Context: an optimization exercise on an open-source flow, tuned for small area and a short achievable clock period. The choices shown serve that exercise and are no tape-out recipe.
RTL that was checked went through simulation tests only; none was proved equivalent to the original.
Function not checked in runs 1 to 3: the RTL went through the layout flow alone.
Power is estimated from default activity; no workload was simulated.

==> design.v <==
module spi_ram_slave_burst #(
  parameter int DATA_WIDTH = 8,
  parameter int ADDR_WIDTH = 8,
  parameter bit BURST_EN   = 1'b1
) (
  input  logic clk,
  input  logic rst_n,
  input  logic SS_n,
  input  logic MOSI,
  output logic MISO
);
  logic       idle_q;    
  logic       c1_q;      
  logic       c0_q;      
  logic       data_q;    
  logic [2:0] cnt_q;     
  logic [1:0] cmd_q;
  logic       cmp_q;     
  logic [7:0] rx_q;      
  logic [7:1] tx_q;      
  logic       miso_q;
  logic [7:0] wr_addr_q;
  logic [7:0] rd_addr_q;
  assign MISO = miso_q;
  wire last_bit  = data_q && (cnt_q == 3'd7);
  wire act_waddr = cmp_q && (cmd_q == 2'b00);
  wire act_wdata = cmp_q && (cmd_q == 2'b01);
  wire act_raddr = cmp_q && (cmd_q == 2'b10);
  wire act_rd    = cmp_q && (cmd_q == 2'b11);
  wire act_rdata = act_rd && !SS_n;
  logic [7:0]    t_q;        
  logic [2047:0] ring_q;     
  logic       wpend_q;
  logic [7:0] wbuf_q;
  logic [7:0] ws_q;
  logic [7:0] rs_q;
  logic [7:0] pf_q;
  wire do_wr = wpend_q && (ws_q[2:0] == 3'd0);
  wire rd_at = (rs_q[2:0] == 3'd0);
  logic [7:0] tap_word;
  always_comb begin
    tap_word = '0;
    for (int p = 0; p < 32; p++)
      tap_word = tap_word | (ring_q[64*p +: 8] & {8{rs_q[7:3] == 5'(p)}});
  end
  wire [7:0] rd_word = rd_at ? tap_word : pf_q;
  logic [2047:0] ring_d;
  always_comb begin
    ring_d = {ring_q[2039:0], ring_q[2047:2040]};
    for (int p = 0; p < 32; p++)
      if (do_wr && ws_q[7:3] == 5'(p)) ring_d[64*p +: 8] = wbuf_q;
  end
  always_ff @(posedge clk) begin
    t_q  <= t_q + 8'd1;
    rx_q <= {rx_q[6:0], MOSI};
    ring_q <= ring_d;
    if (act_wdata) begin
      wpend_q <= 1'b1;
      wbuf_q  <= rx_q;
      ws_q    <= wr_addr_q + t_q + 8'd2;
    end else begin
      if (do_wr) wpend_q <= 1'b0;
      ws_q <= ws_q + 8'd1;
    end
    rs_q <= rd_addr_q + t_q + 8'd1 + {7'd0, act_rd};
    if (rd_at) pf_q <= tap_word;
  end
  always_ff @(posedge clk or negedge rst_n) begin
    if (!rst_n) begin
      idle_q    <= 1'b1;
      c1_q      <= 1'b0;
      c0_q      <= 1'b0;
      data_q    <= 1'b0;
      cnt_q     <= '0;
      cmd_q     <= '0;
      cmp_q     <= 1'b0;
      tx_q      <= '0;
      miso_q    <= 1'b0;
      wr_addr_q <= '0;
      rd_addr_q <= '0;
    end else begin
      if (act_waddr) wr_addr_q <= rx_q;
      if (act_wdata) wr_addr_q <= wr_addr_q + 8'd1;
      if (act_raddr) rd_addr_q <= rx_q;
      if (act_rdata) rd_addr_q <= rd_addr_q + 8'd1;
      if (SS_n) begin
        miso_q <= 1'b0;
        tx_q   <= '0;
      end else if (act_rdata) begin
        miso_q <= rd_word[7];
        tx_q   <= rd_word[6:0];
      end else begin
        miso_q <= tx_q[7];
        tx_q   <= {tx_q[6:1], 1'b0};
      end
      cmp_q <= !SS_n && last_bit;
      if (SS_n) begin
        idle_q <= 1'b1;
        c1_q   <= 1'b0;
        c0_q   <= 1'b0;
        data_q <= 1'b0;
      end else begin
        idle_q <= 1'b0;
        c1_q   <= idle_q;
        c0_q   <= c1_q;
        if (c1_q) cmd_q[1] <= MOSI;
        if (c0_q) begin
          cmd_q[0] <= MOSI;
          data_q   <= 1'b1;
          cnt_q    <= '0;
        end else if (data_q) begin
          cnt_q <= cnt_q + 3'd1;
          if (cnt_q == 3'd7 && !cmd_q[0]) data_q <= 1'b0;
        end
      end
    end
  end
endmodule
==> run.sh <==
#!/bin/bash
# synth_recipe.tcl (not shown) runs the flow's synth.tcl, then flattens the netlist and writes it again
# the make line also repeats each setting of config.mk as NAME=value (left out here)
make -C /OpenROAD-flow-scripts/flow DESIGN_CONFIG=/design/flow/config.mk WORK_HOME=/design/flow/orfs CLKGATE_MAP_FILE= SYNTH_SCRIPT=/design/flow/synth_recipe.tcl finish
==> config.mk <==
export PLATFORM = sky130hd
export DESIGN_NAME = spi_ram_slave_burst
export DESIGN_NICKNAME = spi_ram_slave_burst
export VERILOG_FILES = /design/flow/design.v
export SDC_FILE = /design/flow/constraint.sdc
export NUM_CORES = 4
export LEC_CHECK = 0
export CAP_MARGIN = 20
export CORE_MARGIN = 2
export CORE_UTILIZATION = 60
export SLEW_MARGIN = 20
==> constraint.sdc <==
create_clock -name core_clock -period 4.4 [get_ports {clk}]
set_input_delay 0.8800 -clock core_clock [delete_from_list [all_inputs] [get_ports {clk}]]
set_output_delay 0.8800 -clock core_clock [all_outputs]
set_load 0.01 [all_outputs]
==> flow_summary.toml, run 1 <==
[power]
peakVddDrop_mv = 0.632
powerDensity_nw_per_um2 = 646
switching_share_pct = 21.4
power_frac_seq_pct = 52.9
pwr-share-clk_pct = 43.6
switchingPower_mw = 7.99
power_frac_comb_pct = 3.6
leakagePower_nw = 23.7
p_int_mw = 29.4

[sta]
fin_skew_ns = 0.0252
finalSetupViolCount = 0
tns_ns = 0
fin_hold_ws_ns = 0.253
timing.final.hold_violations = 0
relSlewSlack_pct = 19.9
rsz0062_at_grt = "false"
final_max_slew_viol_count = 0
finalCritPeriodShare_pct = 78.7
tightestPinTransition_ns = 1.20
setup_ws_ns = 0.938
max_freq_mhz = 289
min_period_ns = 3.46

[synthesis]
yosys.area.top_type_share_pct = 83.3
synth.top_cells.by_area = "dfxtp_1 (83%), mux2_2 (5.9%), dfrtp_1 (1.6%), nand3_1 (1.4%), ha_1 (0.85%)"
synth_edf_count = 8
avgSynthCellArea_um2 = 16.1
ys_async_sr_fraction_pct = 1.60
synth-main-ff-cell = "dfxtp_1"
synth_nets = 3157
yosysSeqAreaShare_pct = 85.4
ys_ff_latch = 2131
synth_cell_types = 63
synth_commonest_cells = "dfxtp_1 (2,089), mux2_2 (265), nand3_1 (138), clkbuf_1 (83), nand2_1 (45)"
syn_inst = 3117
synth.largest_area_cell = "dfxtp_1"
yosys_warnings = 1
synth_area_um2 = 50200
yosysMostFrequentCell = "dfxtp_1"

[die]
die_area_um2 = 86000
core_area_um2 = 83300
initial_core_util_pct = 60.3
die_h_um = 293
dieWidth_um = 293
ios = 5
fp-row-count = 106

[routing]
wl_per_cell_um = 26.7
vias = 22971
drt_first_pass_iters = 5
drt_wl_total_um = 120000
drc = 0
ant_nets = 0
drtIter0Drc = 1586
vias_per_cell = 5.13

[global_routing]
track_usage_pct = 28.3
grt_pass1_wl_um = 170000
grt_overflow_total = 0
grt_pass1_vias = 23860
antenna_found_initial = 22
grt_max_degree = 35

[final_layout]
layout-drive-gt1-share_pct = 17.9
fin_nets = 3285
areaGrowthSynthToFinish_pct = 15.1
fin_cells = 4474
n_fill_cell = 5243

[cts]
cts_root_buffer = "clkbuf_16"
postCtsSetupBuffers = 0
path_clk_slew_ns = 0.06
cts_hold_buffers = 0
cts.sinks = 2131
clock_path_buffers = 3
cts_tree = "done"
cts_made_buffers = 182
htreeDepth = 4
clock_latency_ns = 0.77
cts_resized = 0

[setup_path]
reg2reg_from = "rs_q[4]"
r2r_end = "tx_q[5]"
r2r_slack_ns = 0.94
end_kind = "flip-flop"
crit_type = "flip-flop to flip-flop"
cp.arrival_ns = 4.10
r2r.worst_path.cells = 6
cp-start-kind = "flip-flop"
worstPathMaxFanout = 32
required_ns = 5.04

[flow_run]
maxCapViolCount = 0

[placed_design]
gp_congestion = 0.859
dp_slack_ns = 1.02
dp_hpwl_um = 77300
io_buffers = 4
place_inst = 4140

[run_status]
status = "no timing/DRC/antenna violations"

[worst_hold_path]
hp-class = "primary input to async pin"
power by group through the flow:
stage	combinational (mW)	clock, mW	sequential (mW)
global placement	1.30	0	20.2
detailed placement	1.31	0	20.2
CTS	1.32	16.5	19.7
global route	1.43	17.3	19.8
floorplan	0.837	0	20.0
finish	1.33	16.3	19.8
metrics by stage:
| stage | util (%) | total power, mW | area [um^2] |
|---|---|---|---|
| floorplan | - | 20.9 | 50200 |
| global placement | 61.9 | 21.5 | 51500 |
| detailed placement | 61.9 | 21.5 | 51600 |
| CTS | 69.4 | 37.6 | 57800 |
| global route | 69.4 | 38.5 | 57800 |
| finish | 69.4 | 37.4 | 57800 |
worst max-delay path, stage by stage, from the launching register on:
cell	delay (ns)
dfxtp_1	1.09
nor2_4	0.41
and2_1	0.35
a32o_1	0.26
a2111oi_0	0.65
nand4_1	0.26
a32o_1	0.29
final cells by class:
cell class / instances / area, um^2 / area share [%]
Clock inverter: 51 / 688 / 1.19
Multi-Input combinational cell: 867 / 6920 / 12.0
Sequential cell: 2131 / 42900 / 74.2
Timing Repair Buffer: 38 / 290 / 0.502
Tap cell: 1080 / 1350 / 2.34
Antenna cell: 2 / 5.00 / 0.00866
Inverter: 25 / 93.8 / 0.162
Clock buffer: 280 / 5550 / 9.60
flip-flops by register name, summed over array words and instances (netlist names):
| name | flops |
|---|---|
| cnt_q | 3 |
| c0_q | 1 |
| miso_q | 1 |
| c1_q | 1 |
| ring_q | 2048 |
| ws_q | 8 |
| idle_q | 1 |
| cmp_q | 1 |
| wbuf_q | 8 |
| data_q | 1 |
| pf_q | 8 |
| t_q | 8 |
| tx_q | 7 |
| wr_addr_q | 8 |
| rx_q | 8 |
| rs_q | 8 |
| wpend_q | 1 |
| rd_addr_q | 8 |
| cmd_q | 2 |
cells in the final DEF, fill, tap and decap left out, types with 8 or more instances in the layout:
master	netlist	layout
nand3b_1	8	8
a22o_1	8	8
and2_1	10	9
dfxtp_1	2089	2089
clkbuf_1	83	42
nor3_1	10	9
a32o_1	8	8
nand2b_1	10	10
a22oi_1	9	9
clkbuf_8	0	50
ha_1	34	34
nand2_1	45	45
nand4_1	32	32
nor2b_1	13	10
a21oi_1	19	19
o21ai_0	27	27
nor2_1	44	42
mux2_2	265	265
dfrtp_1	33	33
clkinv_2	0	26
bufinv_16	0	13
inv_1	25	25
xor2_1	9	9
xnor2_1	18	18
a32oi_1	17	17
and3_1	38	38
a31oi_1	19	19
nand3_1	138	138
clkbuf_16	0	188
buf_4	0	34
edfxtp_1	8	8
routing by layer:
layer	wire [um]	track usage, %	vias up
met1	54600	39.4	11600
li1	-	-	10664
met4	2680	8.21	2
met2	57200	46.3	559
met5	9	0	-
met3	5160	4.46	146
worst max-delay path by stage:
stage	start	end	depth (start not counted)
final	rs_q[4]	tx_q[5]	6
after global routing	rs_q[4]	tx_q[1]	7
after CTS	rs_q[4]	tx_q[6]	7
after detailed placement	rs_q[4]	tx_q[3]	7
after global placement	rs_q[4]	tx_q[3]	7
after floorplan	rs_q[4]	miso_q	7
logic make-up (layout without fill, tap and decap cells):
logic type	count (synthesis)	after routing	synth area share [%]
multiplexers	270	270	6.04
flip-flops	2131	2131	85.4
other	0	2	0
buffers and inverters	119	394	0.897
adder cells (fa/ha/maj)	36	36	0.927
XOR/XNOR	27	27	0.471
AND/OR/NAND/NOR	387	387	4.15
AO/OA/AOI/OAI	147	147	2.08
==> inputs of run 2 (changes only) <==
--- a/design.v
+++ b/design.v
@@ -35,6 +35,6 @@
   logic [7:0] ws_q;
-  logic [7:0] rs_q;
+  logic [7:0] cs_q;
   logic [7:0] pf_q;
   wire do_wr = wpend_q && (ws_q[2:0] == 3'd0);
-  wire rd_at = (rs_q[2:0] == 3'd0);
+  wire rd_at = (cs_q[2:0] == 3'd0);
   logic [7:0] tap_word;
@@ -43,5 +43,7 @@
     for (int p = 0; p < 32; p++)
-      tap_word = tap_word | (ring_q[64*p +: 8] & {8{rs_q[7:3] == 5'(p)}});
+      tap_word = tap_word | (ring_q[64*p +: 8] & {8{cs_q[7:3] == 5'(p)}});
   end
-  wire [7:0] rd_word = rd_at ? tap_word : pf_q;
+  wire ld_next = last_bit && (cmd_q == 2'b11);
+  wire [7:0] ra_base = act_raddr ? rx_q : rd_addr_q;
+  wire       ra_inc  = act_rd || ld_next;
   logic [2047:0] ring_d;
@@ -64,3 +66,3 @@
     end
-    rs_q <= rd_addr_q + t_q + 8'd1 + {7'd0, act_rd};
+    cs_q <= ra_base + t_q + 8'd1 + {7'd0, ra_inc};
     if (rd_at) pf_q <= tap_word;
@@ -89,4 +91,4 @@
       end else if (act_rdata) begin
-        miso_q <= rd_word[7];
-        tx_q   <= rd_word[6:0];
+        miso_q <= pf_q[7];
+        tx_q   <= pf_q[6:0];
       end else begin
--- a/config.mk
+++ b/config.mk
@@ -7,5 +7,9 @@
 export LEC_CHECK = 0
+export ABC_CLOCK_PERIOD_IN_PS = 2400
 export CAP_MARGIN = 20
 export CORE_MARGIN = 2
-export CORE_UTILIZATION = 60
+export CORE_UTILIZATION = 40
+export CTS_BUF_LIST = sky130_fd_sc_hd__clkbuf_4 sky130_fd_sc_hd__clkbuf_8
+export CTS_CLUSTER_SIZE = 30
+export SETUP_SLACK_MARGIN = 2.0
 export SLEW_MARGIN = 20
==> flow_summary.toml, run 2 <==
[power]
peakVddDrop_mv = 0.442
power_frac_comb_pct = 4.3
leakagePower_nw = 24.6
finalPower_mw = 37.7
pwr-share-clk_pct = 43.3
switching_share_pct = 21.9
p_int_mw = 29.5
switchingPower_mw = 8.26
powerDensity_nw_per_um2 = 627
power_frac_seq_pct = 52.4

[global_routing]
antenna_found_initial = 12
grt_pass1_wl_um = 161000
grt_overflow_total = 0
track_usage_pct = 17.5
grt_pass1_vias = 23530
grt_max_degree = 37

[sta]
fin_skew_ns = 0.0740
finalSetupViolCount = 0
rsz0062_at_grt = "true"
final_max_slew_viol_count = 0
tightestPinTransition_ns = 1.08
timing.final.hold_violations = 0
max_freq_mhz = 395
relSlewSlack_pct = 27.5
setup_ws_ns = 1.87
finalCritPeriodShare_pct = 57.5
tns_ns = 0
min_period_ns = 2.53

[setup_path]
critPathLaunch = "cnt_q[0]"
end_kind = "flip-flop"
critical_path_buf_inv_count = 2
cp.arrival_ns = 3.31
crit_path_top_delay_cell = "fa_2"
crit_type = "flip-flop to flip-flop"
cp-start-kind = "flip-flop"
cp_top_family = "adder cells"
reg2reg_from = "cnt_q[0]"
cp_slowest_stage_delay_ns = 0.39
required_ns = 5.18
crit_path_frequent_cell = "ha_4"
path_cells = "ha_2 -> ha_4 -> a21o_1 -> nand3_2 -> ha_4 -> inv_4 -> ha_4 -> inv_2 -> fa_2 -> nor2b_2 -> o21ai_2 -> a21boi_2 -> or4_1 -> nand3_1"
worstPathMaxFanout = 3

[routing]
drtIter0Drc = 1540
drt_wl_total_um = 113000
ant_nets = 0
vias_per_cell = 4.47
drc = 0
vias = 23702
drt_first_pass_iters = 5
wl_per_cell_um = 21.3

[final_layout]
final_common_cell = "dfxtp_1"
areaGrowthSynthToFinish_pct = 18.7
largest_register_ffs = 2048
fin_nets = 3473
regMostFlops = "ring_q"
final_cell_mix = "dfxtp_1 (2,075), clkbuf_8 (401), mux2_2 (281), clkbuf_4 (90), nand2_1 (61)"
design_area_um2 = 60200
layout-drive-gt1-share_pct = 27.4

[placed_design]
io_buffers = 4
dp_hpwl_um = 73600
gp_congestion = 0.883
dp_slack_ns = 1.36
place_area_um2 = 52700

[synthesis]
synth_simple_gate_area_share_pct = 3.28
yosys.area_share.xor_xnor_pct = 0.467
ys_async_sr_fraction_pct = 1.60
synth.largest_area_cell = "dfxtp_1"
synth_compound_area_share_pct = 2.61
synth_top_family_by_area = "multiplexers"
synth-main-ff-cell = "dfxtp_1"
yosys.area.top_type_share_pct = 82.2
synth_cell_types = 74
yosysSeqAreaShare_pct = 84.8
synth_commonest_cells = "dfxtp_1 (2,081), mux2_2 (281), nand2_1 (76), nand3_1 (54), clkbuf_1 (49)"
synth_area_um2 = 50700
yosys_warnings = 1
ys_ff_latch = 2131
synth_fa_ha_area_share_pct = 0.919
yosysMostFrequentCell = "dfxtp_1"
synth_edf_count = 16
synthMuxAreaShare_pct = 6.85
synth_nets = 3154
synth.top_cells.by_area = "dfxtp_1 (82%), mux2_2 (6.2%), dfrtp_1 (1.6%), edfxtp_1 (0.95%), ha_1 (0.84%)"
syn_inst = 3114
avgSynthCellArea_um2 = 16.3

[die]
ios = 5
dieWidth_um = 360
initial_core_util_pct = 40.3
die_h_um = 360
fp-row-count = 130
core_area_um2 = 126000
die_area_um2 = 130000

[cts]
cts.sinks = 2131
cts_tree = "done"
htreeDepth = 5
cts_root_buffer = "clkbuf_8"
clock_path_buffers = 4
path_clk_slew_ns = 0.06
clock_latency_ns = 0.95
cts_made_buffers = 324

[worst_hold_path]
min_from = "ring_q[1263]"
hp-class = "flip-flop to flip-flop"

[flow_run]
maxCapViolCount = 0

[run_status]
status = "no timing/DRC/antenna violations"
run 2: layout make-up:
type / count / area (um^2)
Clock buffer: 491 / 6190
Antenna cell: 6 / 15.0
Sequential cell: 2131 / 43000
Fill cell: 10713 / 65600
Timing Repair Buffer: 80 / 773
Multi-Input combinational cell: 868 / 7500
Tap cell: 1650 / 2060
Clock inverter: 54 / 488
Inverter: 28 / 114
run 2: repair_timing:
item | CTS | global route
hold buffers | 1 | 0
endpoints found under the hold margin | 30 | 0
buffers inserted | 33 | 13
pin swaps | 21 | 8
setup endpoints to repair | 196 | 163
gates resized for setup | 66 | 35
run 2: metal layers:
layer  GRT usage (%)  wire, um
met5               0         0
met3            3.87      5510
met1            23.6     53000
met4            8.04      3980
met2            26.8     50700
run 2: through the flow:
step	hold slack, ns	std cells	util, %
final	0.279	5308	47.8
after global routing	0.279	5303	47.8
after CTS	0.269	5289	47.6
after detailed placement	0.312	4710	41.9
after global placement	0.310	4708	41.9
after floorplan	0.310	3114	-
run 2: power by group through the flow:
stage          clock (mW)  sequential, mW  combinational [mW]
3_5_place_dp            0            20.3                1.23
2_1_floorplan           0            20.0               0.918
6_report             16.3            19.8                1.63
3_3_place_gp            0            20.3                1.23
5_1_grt              17.7            19.8                1.71
4_1_cts              16.8            19.8                1.51
run 2: final timing paths:
path / cells after the start / endpoint / slack (ns)
max in group asynchronous: 2 / cmd_q[0] / 3.19
hold / removal: 0 / ring_q[1271] / 0.28
min in group asynchronous: 2 / tx_q[6] / 0.61
setup reg to reg: 14 / cs_q[6] / 1.87
hold reg to reg: 0 / ring_q[1271] / 0.28
setup / recovery: 14 / cs_q[6] / 1.87
run 2: cells by family (layout without fill, tap and decap cells):
group / count (synthesis) / after routing
buf+inv: 115 / 653
simple gates: 313 / 313
other cells: 0 / 6
xor+xnor: 27 / 27
fa+ha+maj: 36 / 36
compound gates: 181 / 181
flops: 2131 / 2131
mux: 311 / 311
==> inputs of run 3 (changes only) <==
--- a/config.mk
+++ b/config.mk
@@ -11,4 +11,2 @@
 export CORE_UTILIZATION = 40
-export CTS_BUF_LIST = sky130_fd_sc_hd__clkbuf_4 sky130_fd_sc_hd__clkbuf_8
-export CTS_CLUSTER_SIZE = 30
 export SETUP_SLACK_MARGIN = 2.0
==> flow_summary.toml, run 3 <==
[power]
peakVddDrop_mv = 0.399
powerDensity_nw_per_um2 = 628
finalPower_mw = 37.6
leakagePower_nw = 24.2

[sta]
fin_hold_ws_ns = 0.214
timing.final.hold_violations = 0
rsz0062_at_grt = "true"
min_period_ns = 2.60
finalSetupViolCount = 0
tns_ns = 0
max_freq_mhz = 385
fin_skew_ns = 0.0257
final_max_slew_viol_count = 0
relSlewSlack_pct = 29.7
tightestPinTransition_ns = 1.05
finalCritPeriodShare_pct = 59.1

[cts]
htreeDepth = 4
cts_hold_buffers = 0
clock_path_buffers = 3
cts.sinks = 2131
cts_tree = "done"
clock_latency_ns = 0.80
cts_root_buffer = "clkbuf_16"
cts_made_buffers = 187
path_clk_slew_ns = 0.06

[setup_path]
cp_top_family = "adder cells"
critical_path_buf_inv_count = 2
crit_path_top_delay_cell = "or4_1"
end_kind = "flip-flop"
crit_type = "flip-flop to flip-flop"
path_cells = "ha_2 -> ha_4 -> a21o_1 -> nand3_2 -> ha_4 -> inv_2 -> ha_4 -> inv_2 -> fa_2 -> nor2b_2 -> o21ai_2 -> a21boi_2 -> or4_1 -> nand3_1"
cp_slowest_stage_delay_ns = 0.52
cp-start-kind = "flip-flop"
required_ns = 5.12
crit_path_frequent_cell = "ha_4"
worstPathMaxFanout = 3
cp.arrival_ns = 3.32

[routing]
ant_nets = 0
drc = 0
drtIter0Drc = 1541
vias = 22862
vias_per_cell = 4.48
drt_wl_total_um = 113000
wl_per_cell_um = 22.1
drt_first_pass_iters = 5

[placed_design]
io_buffers = 4
place_area_um2 = 52700
dp_hpwl_um = 73600
gp_congestion = 0.883

[synthesis]
synth.top_cells.by_area = "dfxtp_1 (82%), mux2_2 (6.2%), dfrtp_1 (1.6%), edfxtp_1 (0.95%), ha_1 (0.84%)"
synth_area_um2 = 50700
synth_nets = 3154
synth.largest_area_cell = "dfxtp_1"
avgSynthCellArea_um2 = 16.3
yosysSeqAreaShare_pct = 84.8
synth_commonest_cells = "dfxtp_1 (2,081), mux2_2 (281), nand2_1 (76), nand3_1 (54), clkbuf_1 (49)"
synth_cell_types = 74
ys_ff_latch = 2131
yosys.area.top_type_share_pct = 82.2
synth-main-ff-cell = "dfxtp_1"
yosysMostFrequentCell = "dfxtp_1"
yosys_warnings = 1
ys_async_sr_fraction_pct = 1.60
synth_edf_count = 16
syn_inst = 3114

[final_layout]
fin_nets = 3340
final_cell_mix = "dfxtp_1 (2,075), mux2_2 (281), clkbuf_16 (195), nand2_1 (62), buf_4 (59)"
layout-drive-gt1-share_pct = 22.2
design_area_um2 = 59900
largest_register_ffs = 2048
n_fill_cell = 10674
final_common_cell = "dfxtp_1"
areaGrowthSynthToFinish_pct = 18.1
regMostFlops = "ring_q"

[worst_hold_path]
hp-class = "primary input to async pin"

[die]
core_area_um2 = 126000
fp-row-count = 130
ios = 5
die_h_um = 360
die_area_um2 = 130000
initial_core_util_pct = 40.3
dieWidth_um = 360

[global_routing]
track_usage_pct = 17.2
grt_overflow_total = 0
grt_max_degree = 37
grt_pass1_vias = 22181
antenna_found_initial = 14
grt_pass1_wl_um = 157000

[flow_run]
maxCapViolCount = 0

[run_status]
status = "no timing/DRC/antenna violations"
==> run 3: cell counts after synthesis <==
Identical to the previous run, type by type.
==> run 3: where the power goes <==
| group | switching, mW | internal [mW] |
|---|---|---|
| Combinational | 1.13 | 0.592 |
| Sequential | 0.272 | 19.5 |
| Clock | 6.90 | 9.22 |
==> run 3: stage by stage <==
step	instances	setup slack (ns)	util (%)
finish	5103	1.80	47.6
global placement	4708	1.35	41.9
CTS	5087	1.78	47.3
detailed placement	4710	1.36	41.9
global route	5102	1.67	47.6
floorplan	3114	1.92	-
==> run 3: path summary, 6_finish.rpt <==
kind	start	endpoint	slack (ns)	cells after the start
min	rst_n	wr_addr_q[4]	0.21	1
max reg2reg	cnt_q[1]	cs_q[6]	1.80	14
max	cnt_q[1]	cs_q[6]	1.80	14
min reg2reg	ring_q[1522]	ring_q[1530]	0.32	0
max in group asynchronous	rst_n	cmd_q[0]	3.57	1
min in group core_clock	ring_q[1522]	ring_q[1530]	0.32	0
==> run 3: what timing repair did <==
item	CTS	global route
resized for setup	67	43
setup endpoints to repair	207	166
buffers inserted	36	13
endpoints found under the hold margin	0	0
pin swaps	15	10
gates cloned	0	2
==> run 3: per-layer routing <==
metal	GRT usage, %	vias to the layer above	routed length, um
met4	7.38	2	4260
met5	0	-	10
met1	24.0	11327	53400
met3	3.15	187	5630
li1	-	10772	-
met2	26.1	574	49400
==> run 3: cell families after synthesis <==
group	after synthesis	share of synthesized area [%]
adder cells (fa/ha/maj)	36	0.919
flip-flops	2131	84.8
XOR/XNOR	27	0.467
buffers and inverters	115	1.03
multiplexers	311	6.85
AND/OR/NAND/NOR	313	3.28
AO/OA/AOI/OAI	181	2.61
==> run 3: worst register-to-register path: stages, from the launching register on <==
cell      delay [ns]
dfrtp_1         0.36
ha_2            0.19
ha_4            0.13
a21o_1          0.13
nand3_2         0.10
ha_4            0.27
inv_2           0.04
ha_4            0.15
inv_2           0.05
fa_2            0.22
nor2b_2         0.05
o21ai_2         0.16
a21boi_2        0.09
or4_1           0.52
nand3_1         0.08
==> run 3: layout make-up <==
cell class                 count  area [um^2]  share of cell area, %
timing repair buffer          84          866                   1.45
antenna                        1         2.50                0.00418
tap                         1650         2060                   3.45
inverter                      28          111                  0.186
clock inverter                59          622                   1.04
clock buffer                 282         5600                   9.36
sequential                  2131        43000                   71.9
multi-input combinational    868         7570                   12.6
==> inputs of run 4 (changes only) <==
--- a/design.v
+++ b/design.v
@@ -23,2 +23,5 @@
   logic [7:0] rd_addr_q;
+  logic [7:0] mem_q [256];
+  logic [7:0] grp_q [4];   
+  logic [7:0] pf_q;        
   assign MISO = miso_q;
@@ -28,42 +31,12 @@
   wire act_raddr = cmp_q && (cmd_q == 2'b10);
-  wire act_rd    = cmp_q && (cmd_q == 2'b11);
-  wire act_rdata = act_rd && !SS_n;
-  logic [7:0]    t_q;        
-  logic [2047:0] ring_q;     
-  logic       wpend_q;
-  logic [7:0] wbuf_q;
-  logic [7:0] ws_q;
-  logic [7:0] cs_q;
-  logic [7:0] pf_q;
-  wire do_wr = wpend_q && (ws_q[2:0] == 3'd0);
-  wire rd_at = (cs_q[2:0] == 3'd0);
-  logic [7:0] tap_word;
-  always_comb begin
-    tap_word = '0;
-    for (int p = 0; p < 32; p++)
-      tap_word = tap_word | (ring_q[64*p +: 8] & {8{cs_q[7:3] == 5'(p)}});
+  wire act_rdata = cmp_q && (cmd_q == 2'b11) && !SS_n;
+  always_ff @(posedge clk) begin
+    rx_q <= {rx_q[6:0], MOSI};
+    for (int g = 0; g < 4; g++) grp_q[g] <= mem_q[{g[1:0], rd_addr_q[5:0]}];
+    pf_q <= grp_q[rd_addr_q[7:6]];
   end
-  wire ld_next = last_bit && (cmd_q == 2'b11);
-  wire [7:0] ra_base = act_raddr ? rx_q : rd_addr_q;
-  wire       ra_inc  = act_rd || ld_next;
-  logic [2047:0] ring_d;
-  always_comb begin
-    ring_d = {ring_q[2039:0], ring_q[2047:2040]};
-    for (int p = 0; p < 32; p++)
-      if (do_wr && ws_q[7:3] == 5'(p)) ring_d[64*p +: 8] = wbuf_q;
-  end
-  always_ff @(posedge clk) begin
-    t_q  <= t_q + 8'd1;
-    rx_q <= {rx_q[6:0], MOSI};
-    ring_q <= ring_d;
-    if (act_wdata) begin
-      wpend_q <= 1'b1;
-      wbuf_q  <= rx_q;
-      ws_q    <= wr_addr_q + t_q + 8'd2;
-    end else begin
-      if (do_wr) wpend_q <= 1'b0;
-      ws_q <= ws_q + 8'd1;
+  for (genvar w = 0; w < 256; w++) begin : g_word
+    always_ff @(posedge clk) begin
+      if (act_wdata && wr_addr_q == 8'(w)) mem_q[w] <= rx_q;
     end
-    cs_q <= ra_base + t_q + 8'd1 + {7'd0, ra_inc};
-    if (rd_at) pf_q <= tap_word;
   end
--- a/config.mk
+++ b/config.mk
@@ -7,7 +7,7 @@
 export LEC_CHECK = 0
-export ABC_CLOCK_PERIOD_IN_PS = 2400
+export ABC_CLOCK_PERIOD_IN_PS = 2500
 export CAP_MARGIN = 20
 export CORE_MARGIN = 2
-export CORE_UTILIZATION = 40
-export SETUP_SLACK_MARGIN = 2.0
+export CORE_UTILIZATION = 45
+export SETUP_SLACK_MARGIN = 1.5
 export SLEW_MARGIN = 20
==> flow_summary.toml, run 4 <==
[run_status]
status = "no timing/DRC/antenna violations"

[power]
p_int_mw = 35.2
pwr-share-clk_pct = 34.9
switching_share_pct = 28.0
finalPower_mw = 48.9
peakVddDrop_mv = 0.512
powerDensity_nw_per_um2 = 525
power_frac_seq_pct = 47.3
switchingPower_mw = 13.7
power_frac_comb_pct = 17.8
leakagePower_nw = 30.2

[placed_design]
dp_slack_ns = 0.635
gp_congestion = 0.979
place_area_um2 = 84100
io_buffers = 4
dp_hpwl_um = 191000

[sta]
tns_ns = 0
setup_ws_ns = 1.30
timing.final.hold_violations = 0
max_freq_mhz = 323
rsz0062_at_grt = "true"
finalSetupViolCount = 0
tightestPinTransition_ns = 1.10
finalCritPeriodShare_pct = 70.4
relSlewSlack_pct = 26.2
min_period_ns = 3.10
final_max_slew_viol_count = 0
fin_skew_ns = 0.0508

[synthesis]
yosysSeqAreaShare_pct = 80.6
ys_ff_latch = 2130
synth.largest_area_cell = "edfxtp_1"
syn_inst = 4594
synth_commonest_cells = "edfxtp_1 (2,048), a22oi_1 (847), nor2_1 (370), nand2_1 (244), clkbuf_1 (194)"
synth.top_cells.by_area = "edfxtp_1 (78%), a22oi_1 (8.1%), nor2_1 (1.8%), dfxtp_1 (1.2%), nand2_1 (1.2%)"
synth_edf_count = 2048
yosys_warnings = 3
synth_cell_types = 68
avgSynthCellArea_um2 = 17.1
yosys.area.top_type_share_pct = 78.3
ys_async_sr_fraction_pct = 1.60
synth_nets = 4608
synth_area_um2 = 78500
yosysMostFrequentCell = "edfxtp_1"
synth-main-ff-cell = "edfxtp_1"

[die]
die_h_um = 422
dieWidth_um = 422
die_area_um2 = 178000
ios = 5
core_area_um2 = 174000
fp-row-count = 153
initial_core_util_pct = 45.2

[setup_path]
required_ns = 5.15
cp.arrival_ns = 3.85
cp-start-kind = "flip-flop"
end_kind = "flip-flop"
r2r.worst_path.cells = 11
reg2reg_from = "rd_addr_q[0]"
critPathLaunch = "rd_addr_q[0]"
crit_type = "flip-flop to flip-flop"
worstPathMaxFanout = 17

[routing]
drc = 0
ant_nets = 0
vias_per_cell = 6.66
drt_first_pass_iters = 9
drt_wl_total_um = 294000
drtIter0Drc = 9854
vias = 50329
wl_per_cell_um = 38.9

[worst_hold_path]
hp-class = "primary input to async pin"

[global_routing]
grt_max_degree = 146
track_usage_pct = 32.6
grt_pass1_vias = 46985
grt_pass1_wl_um = 396000
antenna_found_initial = 19
grt_overflow_total = 0

[final_layout]
regMostFlops = "mem_q"
layout-drive-gt1-share_pct = 21.2
fin_nets = 5074
final_core_util_pct = 53.6
final_common_cell = "edfxtp_1"
design_area_um2 = 93100
areaGrowthSynthToFinish_pct = 18.6
n_fill_cell = 13644
largest_register_ffs = 2048
final_cell_mix = "edfxtp_1 (2,048), a22oi_1 (829), buf_4 (441), nor2_1 (257), nand2_1 (230)"
largestRegisters = "mem_q: 2048 flops, grp_q: 32 flops"

[cts]
clock_latency_ns = 0.88
htreeDepth = 4
cts_made_buffers = 203
cts_root_buffer = "clkbuf_16"
cts.sinks = 2130
cts_tree = "done"
path_clk_slew_ns = 0.06
clock_path_buffers = 3

[flow_run]
maxCapViolCount = 0
run 4: kinds of logic (layout without fill, tap and decap cells):
kind of cell / Yosys count / in the layout / share of synthesized area [%]
other cells: 0 / 6 / 0
fa+ha+maj: 10 / 10 / 0.159
flops: 2130 / 2130 / 80.6
mux: 90 / 90 / 1.43
xor+xnor: 1 / 1 / 0.0112
simple gates: 978 / 980 / 5.74
compound gates: 1104 / 1104 / 10.6
buf+inv: 281 / 916 / 1.48
run 4: critical path: stages (launching register included):
cell and delay (ns):
dfrtp_2 0.43, buf_6 0.14, ha_4 0.19, buf_4 0.14
nand4bb_2 0.18, buf_6 0.29, nor2_1 0.12, a221oi_2 0.37
nand4_1 0.23, nor3_2 0.24, nand4_1 0.28, mux2_4 0.34
run 4: repair_timing:
item / CTS / global route
pin swaps: 47 / 23
cloned: 2 / 2
gates resized for setup: 189 / 84
setup buffers: 121 / 19
endpoints found under the setup margin: 622 / 265
hold buffers: 0 / 0
run 4: per-stage QoR:
stage | hold slack [ns] | instances
finish | 0.0939 | 7562
global route | 0.168 | 7557
CTS | 0.0948 | 7535
detailed placement | 0.436 | 7036
global placement | 0.419 | 7034
floorplan | 0.413 | 4594
run 4: power groups by stage:
stage | clock, mW | sequential, mW | combinational, mW
floorplan | 0 | 23.2 | 3.79
global placement | 0 | 23.5 | 6.90
detailed placement | 0 | 23.5 | 6.96
CTS | 17.1 | 23.1 | 7.78
global route | 17.9 | 23.1 | 8.77
finish | 17.1 | 23.1 | 8.68
run 4: area by class of cell:
cell class	instances	area, um^2	area share [%]
tap	2325	2910	3.12
antenna	6	15.0	0.0161
inverter	12	52.6	0.0564
clock inverter	107	996	1.07
multi-input combinational	2185	15500	16.7
clock buffer	269	5410	5.81
sequential	2130	63400	68.0
timing repair buffer	528	4850	5.21
run 4: worst paths after layout:
check | endpoint | slack (ns)
max in group asynchronous | rd_addr_q[3] | 3.66
min in group core_clock | tx_q[1] | 0.44
worst max register to register | grp_q[3][0] | 1.30
worst min register to register | tx_q[1] | 0.44
worst min-delay path | cnt_q[0] | 0.09
worst max-delay path | grp_q[3][0] | 1.30
run 4: routing by layer:
metal	GRT usage [%]	share of wire [%]	vias to the layer above
met3	8.93	14	856
met5	0	0.050	-
met4	17.7	6.5	20
met2	47.5	43	4243
met1	44.5	36	25564
li1	-	-	19646

==> re-timing with driven ports <==
No port has a modelled driver above. Below, the same layouts with a new extraction and two added sets of constraints.
Step 1 assumes that a clkbuf_16 drives the clock port and a buf_2 every other input.
Step 2 also shifts input and output timing later by t, the mid clock arrival at the registers, as if the neighbouring blocks saw the same clock.
Three values: ideal, step 1, step 2; two values: the first two.
run | shift t [ns] | setup WS [ns] | hold slack, ns | worst slew at a driven data input, ns
run 1 | 0.820 | 0.938 / 0.938 / 0.938 | 0.253 / 0.213 / 0.309 | 0.03
run 2 | 0.979 | 1.869 / 1.869 / 1.704 | 0.279 / 0.279 / 0.279 | 0.03
run 3 | 0.847 | 1.799 / 1.799 / 1.714 | 0.214 / 0.169 / 0.315 | 0.03
run 4 | 0.935 | 1.301 / 1.301 / 1.301 | 0.094 / 0.039 / 0.445 | 0.03
After both steps setup and hold are still met in every run listed. For run 2, which loses most, drivers alone change the setup slack by 0.000 ns; drivers and shift together by -0.165 ns.
